Context: an optimization exercise on an open-source flow, tuned for small area and a short achievable clock period. The choices shown serve that exercise and are no tape-out recipe.
Power is estimated from default activity; no workload was simulated.

## store_buffer
module store_buffer #(
    parameter int sq_depth = 8
) (
    input  logic                            clk,
    input  logic                            rst,
    input  logic                            rob_flush,
    input  logic                            lsq_valid,
    input  logic                            lsq_ready,
    input  logic                            lsq_is_load,
    input  logic [lsu_pkg::xlen-1:0]        lsq_addr,
    input  logic [lsu_pkg::mask_bits-1:0]   lsq_mask,
    input  logic [lsu_pkg::xlen-1:0]        lsq_wdata,
    input  lsu_pkg::load_funct3_e           lsq_funct3,
    input  logic [lsu_pkg::rob_id_bits-1:0] lsq_rob_id,
    input  logic [lsu_pkg::pr_bits-1:0]     lsq_pr_dest,
    input  logic [lsu_pkg::rob_id_bits-1:0] rob_head_id,
    output logic                            lsq_dequeue,
    output logic [lsu_pkg::xlen-1:0]        dcache_addr,
    output logic [lsu_pkg::mask_bits-1:0]   dcache_rmask,
    output logic [lsu_pkg::mask_bits-1:0]   dcache_wmask,
    output logic [lsu_pkg::xlen-1:0]        dcache_wdata,
    input  logic [lsu_pkg::xlen-1:0]        dcache_rdata,
    input  logic                            dcache_resp,
    output logic                            cdb_valid,
    output logic [lsu_pkg::rob_id_bits-1:0] cdb_rob_id,
    output logic [lsu_pkg::pr_bits-1:0]     cdb_pr_dest,
    output logic [lsu_pkg::xlen-1:0]        cdb_result,
    output logic                            store_done
);
Size: roughly 240 I/O pins.
clock: 10.0 ns
lec_check: 0
cap_margin: 20
core_margin: 2
core_utilization: 35
cts_buf_list: sky130_fd_sc_hd__clkbuf_16
cts_cluster_diameter: 80
cts_cluster_size: 25
place_density: 0.5
setup_slack_margin: 5
slew_margin: 20
synth_hierarchical: 1
tns_end_percent: 2
standard.sh (not shown) runs the stock make flow with config.mk's settings and CLKGATE_MAP_FILE= SYNTH_SCRIPT=/design/flow/synth_recipe.tcl, a recipe that flattens the netlist after the stock synthesis.
==> flow/flow/run.sh <==
#!/bin/bash
# Layout: the standard flow with two changes to how cells are picked.
#  - The port buffers use the smallest buffer cell instead of the one
#    buffer_ports picks by itself; timing repair resizes the critical ones.
#  - Slow wide OR/NOR cells (three or four series PMOS) are added to the
#    platform's don't-use list, so mapping and repair build the wide ORs of
#    the forwarding logic from NAND/AOI stages instead.
set -euo pipefail
export BUFFER_PORTS_ARGS="-buffer_cell sky130_fd_sc_hd__buf_1"
plat=$(make -s -C "$FLOW_HOME" DESIGN_CONFIG="$PWD/config.mk" WORK_HOME="$PWD/orfs" \
       print-DONT_USE_CELLS 2> print_dont_use.log | sed -n 's/^DONT_USE_CELLS: //p')
slow=""
for c in or3_1 or3_2 or3_4 or3b_1 or3b_2 or3b_4 or4_1 or4_2 or4_4 or4b_1 or4b_2 or4b_4 \
         or4bb_1 or4bb_2 or4bb_4 nor4_1 nor4_2 nor4_4 nor4b_1 nor4b_2 nor4b_4 nor4bb_1 \
         nor4bb_2 nor4bb_4 a2111o_1 a2111o_2 a2111o_4 a2111oi_0 a2111oi_1 a2111oi_2 \
         a2111oi_4 o2111a_1 o2111a_2 o2111a_4 o2111ai_1 o2111ai_2 o2111ai_4; do
  slow="$slow sky130_fd_sc_hd__$c"
done
echo "DONT_USE_CELLS=$plat$slow" > dont_use.txt
bash standard.sh "DONT_USE_CELLS=$plat$slow" synth > synth.log 2>&1
bash standard.sh "DONT_USE_CELLS=$plat$slow" finish > layout.log 2>&1
The starting point passed the timing, design-rule and antenna checks.
Change:
SETUP_SLACK_MARGIN = 3.2   (was 5)
After rerunning: Final cell count goes down by 0.72%; design area falls by 4.2%; die area does not change.
No functional check of the RTL was part of any run of this note.

* * *

The RTL this note starts from:
==> flow/design.v <==
package lsu_pkg;
    localparam int xlen = 32;
    localparam int mask_bits = 4;
    localparam int rob_id_bits = 4;
    localparam int pr_bits = 6;
    typedef enum logic [2:0] {
        load_f3_lb  = 3'b000,
        load_f3_lh  = 3'b001,
        load_f3_lw  = 3'b010,
        load_f3_lbu = 3'b100,
        load_f3_lhu = 3'b101
    } load_funct3_e;
    typedef union packed {
        logic [xlen-1:0]  word;
        logic [3:0][7:0]  bytes;
        logic [1:0][15:0] halves;
    } load_word_u;
endpackage
`timescale 1ns/1ps
module store_buffer #(
    parameter int sq_depth = 8
) (
    input  logic                            clk,
    input  logic                            rst,
    input  logic                            rob_flush,
    input  logic                            lsq_valid,
    input  logic                            lsq_ready,
    input  logic                            lsq_is_load,
    input  logic [lsu_pkg::xlen-1:0]        lsq_addr,
    input  logic [lsu_pkg::mask_bits-1:0]   lsq_mask,
    input  logic [lsu_pkg::xlen-1:0]        lsq_wdata,
    input  lsu_pkg::load_funct3_e           lsq_funct3,
    input  logic [lsu_pkg::rob_id_bits-1:0] lsq_rob_id,
    input  logic [lsu_pkg::pr_bits-1:0]     lsq_pr_dest,
    input  logic [lsu_pkg::rob_id_bits-1:0] rob_head_id,
    output logic                            lsq_dequeue,
    output logic [lsu_pkg::xlen-1:0]        dcache_addr,
    output logic [lsu_pkg::mask_bits-1:0]   dcache_rmask,
    output logic [lsu_pkg::mask_bits-1:0]   dcache_wmask,
    output logic [lsu_pkg::xlen-1:0]        dcache_wdata,
    input  logic [lsu_pkg::xlen-1:0]        dcache_rdata,
    input  logic                            dcache_resp,
    output logic                            cdb_valid,
    output logic [lsu_pkg::rob_id_bits-1:0] cdb_rob_id,
    output logic [lsu_pkg::pr_bits-1:0]     cdb_pr_dest,
    output logic [lsu_pkg::xlen-1:0]        cdb_result,
    output logic                            store_done
);
    localparam int aw       = lsu_pkg::xlen - 2;
    logic [sq_depth-1:0][aw-1:0] q_addr;
    logic [sq_depth-1:0][3:0]    q_mask;
    logic [sq_depth-1:0][31:0]   q_data;
    logic [sq_depth-1:0][3:0]    q_live;
    logic [sq_depth-1:0]         q_valid;    
    logic [sq_depth-1:0]         head_oh;    
    logic busy;         
    logic busy_load;    
    logic stale;        
    logic sq_full, sq_nonempty;
    assign sq_full     = q_valid[sq_depth-1];
    assign sq_nonempty = q_valid[0];
    assign head_oh     = q_valid & ~(q_valid >> 1);
    logic head_ok, is_store, store_accept, load_head;
    assign head_ok      = lsq_valid && lsq_ready;
    assign is_store     = head_ok && !lsq_is_load;
    assign load_head    = head_ok && lsq_is_load;
    assign store_accept = is_store && (lsq_rob_id == rob_head_id) && !sq_full;
    logic [sq_depth-1:0]      match;
    logic [sq_depth-1:0][3:0] hit;
    logic [3:0]               any_hit;
    logic [31:0]              fwd_data;
    logic                     fwd_full;
    logic [sq_depth-1:0][31:0] hit_data;
    for (genvar i = 0; i < sq_depth; i++) begin : g_match
        assign match[i] = (q_addr[i] == lsq_addr[lsu_pkg::xlen-1:2]);
        assign hit[i]   = q_live[i] & {4{match[i] & q_valid[i]}};
        for (genvar b = 0; b < 4; b++) begin : g_byte
            assign hit_data[i][8*b +: 8] = q_data[i][8*b +: 8] & {8{hit[i][b]}};
        end
    end
    always_comb begin
        any_hit  = '0;
        fwd_data = '0;
        for (int i = 0; i < sq_depth; i++) begin
            any_hit  = any_hit | hit[i];
            fwd_data = fwd_data | hit_data[i];
        end
    end
    assign fwd_full = &(any_hit | ~lsq_mask);
    logic load_req, issue_load, issue_store, resp_ok;
    assign load_req    = load_head && !fwd_full;
    assign issue_load  = !busy && load_req;
    assign issue_store = !busy && !load_req && sq_nonempty;
    assign resp_ok     = busy && dcache_resp && !stale;
    logic sq_pop;
    assign sq_pop = resp_ok && !busy_load;
    always_ff @(posedge clk) begin
        if (rst) begin
            busy <= 1'b0;
        end else if (!busy) begin
            busy <= issue_load || issue_store;
        end else if (dcache_resp) begin
            busy <= 1'b0;
        end
    end
    always_ff @(posedge clk) begin
        if (!busy) busy_load <= load_req;
    end
    always_ff @(posedge clk) begin
        if (rst) begin
            stale <= 1'b0;
        end else if (rob_flush) begin
            stale <= 1'b1;
        end else if (dcache_resp) begin
            stale <= 1'b0;
        end
    end
    logic [aw-1:0] head_addr;
    logic [3:0]    head_mask;
    logic [31:0]   head_data;
    always_comb begin
        head_addr = '0;
        head_mask = '0;
        head_data = '0;
        for (int i = 0; i < sq_depth; i++) begin
            if (head_oh[i]) begin
                head_addr = head_addr | q_addr[i];
                head_mask = head_mask | q_mask[i];
                head_data = head_data | q_data[i];
            end
        end
    end
    assign dcache_addr  = {(load_req ? lsq_addr[lsu_pkg::xlen-1:2] : head_addr), 2'b00};
    assign dcache_rmask = issue_load  ? lsq_mask  : 4'b0000;
    assign dcache_wmask = issue_store ? head_mask : 4'b0000;
    assign dcache_wdata = head_data;
    always_ff @(posedge clk) begin
        if (rst) begin
            q_valid <= '0;
        end else begin
            case ({store_accept, sq_pop})
                2'b10:   q_valid <= {q_valid[sq_depth-2:0], 1'b1};
                2'b01:   q_valid <= q_valid >> 1;
                default: q_valid <= q_valid;
            endcase
        end
    end
    always_ff @(posedge clk) begin
        if (store_accept) begin
            q_addr[0] <= lsq_addr[lsu_pkg::xlen-1:2];
            q_mask[0] <= lsq_mask;
            q_data[0] <= lsq_wdata;
            q_live[0] <= lsq_mask;
            for (int i = 1; i < sq_depth; i++) begin
                q_addr[i] <= q_addr[i-1];
                q_mask[i] <= q_mask[i-1];
                q_data[i] <= q_data[i-1];
                q_live[i] <= match[i-1] ? (q_live[i-1] & ~lsq_mask) : q_live[i-1];
            end
        end
    end
    logic [31:0] merged;
    always_comb begin
        for (int b = 0; b < 4; b++)
            merged[8*b +: 8] = any_hit[b] ? fwd_data[8*b +: 8] : dcache_rdata[8*b +: 8];
    end
    logic is_word, is_half, sign_ext;
    logic [1:0] lo_sel;
    logic [7:0] lo_byte, hi_byte;
    assign is_word  = lsq_funct3[1];
    assign is_half  = !lsq_funct3[1] && lsq_funct3[0];
    assign sign_ext = !lsq_funct3[2];
    assign lo_sel   = is_word ? 2'b00 : (is_half ? {lsq_addr[1], 1'b0} : lsq_addr[1:0]);
    assign lo_byte  = merged[8*lo_sel +: 8];
    assign hi_byte  = lsq_addr[1] ? merged[31:24] : merged[15:8];
    logic ext_bit;
    assign ext_bit = sign_ext && (is_half ? hi_byte[7] : lo_byte[7]);
    assign cdb_result[7:0]   = lo_byte;
    assign cdb_result[15:8]  = is_word ? merged[15:8]  : (is_half ? hi_byte : {8{ext_bit}});
    assign cdb_result[31:16] = is_word ? merged[31:16] : {16{ext_bit}};
    assign cdb_valid   = (load_head && fwd_full) || (resp_ok && busy_load);
    assign cdb_rob_id  = lsq_rob_id;
    assign cdb_pr_dest = lsq_pr_dest;
    assign store_done  = store_accept;
    assign lsq_dequeue = store_accept || cdb_valid;
endmodule
clock: 10.0 ns
lec_check: 0
cap_margin: 20
core_margin: 2
core_utilization: 65
cts_buf_list: sky130_fd_sc_hd__clkbuf_16
cts_cluster_diameter: 60
cts_cluster_size: 20
place_density: 0.75
setup_slack_margin: 5
slew_margin: 20
run.sh (not shown) runs the stock make flow with config.mk's settings and CLKGATE_MAP_FILE= SYNTH_SCRIPT=/design/flow/synth_recipe.tcl, a recipe that flattens the netlist after the stock synthesis.
Stock flow here: none of the scripts above is used.
Edit:
CORE_UTILIZATION = 35   (was 65)
CTS_CLUSTER_DIAMETER = 100   (was 60)
CTS_CLUSTER_SIZE = 30   (was 20)
PLACE_DENSITY = 0.5   (was 0.75)
=>
- maximum frequency increases by about 0.6%
- sequential cell count is unchanged
- clock power decreases by about 20%
- routed wire length is higher by 8.3%
- setup slack gets better by 0.043 ns
- global-route usage drops by 17 points
- area after synthesis does not change
- worst hold slack gets better by 0.0098 ns
- cell area came out higher by about 3%
Edit:
CTS_BUF_LIST = default   (was sky130_fd_sc_hd__clkbuf_16)
CTS_CLUSTER_DIAMETER = default   (was 100)
CTS_CLUSTER_SIZE = default   (was 30)
Effect:
- The changed run finished with timing, DRC and antenna clean
- utilization came out higher by 1.8 points
- power came out higher by about a fifth
- register-to-register slack gets better by 0.11 ns
- sequential share of layout area came out lower by 1.7 points
- die area does not change
- wire length came out higher slightly
No run of this note included a check of the RTL's function; only the layout flow was run.

-- separate check: timing with driven ports --
No port has a modelled driver above. Below, the same layouts with a new extraction and two added sets of constraints. Step 1 (the two cells are an assumption about what drives the block):
set clk [get_ports {clk}]
set_driving_cell -lib_cell sky130_fd_sc_hd__clkbuf_16 $clk
set_driving_cell -lib_cell sky130_fd_sc_hd__buf_2 [delete_from_list [all_inputs] $clk]
Step 2 times the ports against the registers' clock, not the clock port: input delays grow and output delays shrink by t, the midpoint of the rising clock arrivals with the driver on. Slacks: ideal ports / drivers / drivers and shift; pairs: ideal ports / drivers.
run | t, ns | setup slack, ns | worst hold slack (ns) | latest minus earliest clock arrival (ns) | pins driven straight from the clock port
the first run of note 1 | 0.652 | 3.487 / 3.398 / 3.398 | 0.457 / 0.457 / 0.457 | 0.036 / 0.036 | 1
the second run of note 1 | 0.651 | 3.272 / 3.243 / 3.243 | 0.455 / 0.455 / 0.455 | 0.037 / 0.037 | 1
the first run of note 2 | 0.649 | 2.703 / 2.664 / 2.664 | 0.455 / 0.455 / 0.455 | 0.020 / 0.020 | 1
the second run of note 2 | 0.680 | 2.745 / 2.707 / 2.707 | 0.465 / 0.465 / 0.465 | 0.026 / 0.026 | 1
the third run of note 2 | 0.649 | 2.715 / 2.673 / 2.673 | 0.450 / 0.450 / 0.450 | 0.026 / 0.027 | 1
After both steps every run listed still meets setup and hold. The setup slack of the first run of note 1, which loses most, moves by -0.089 ns with the drivers and by -0.089 ns with both steps.
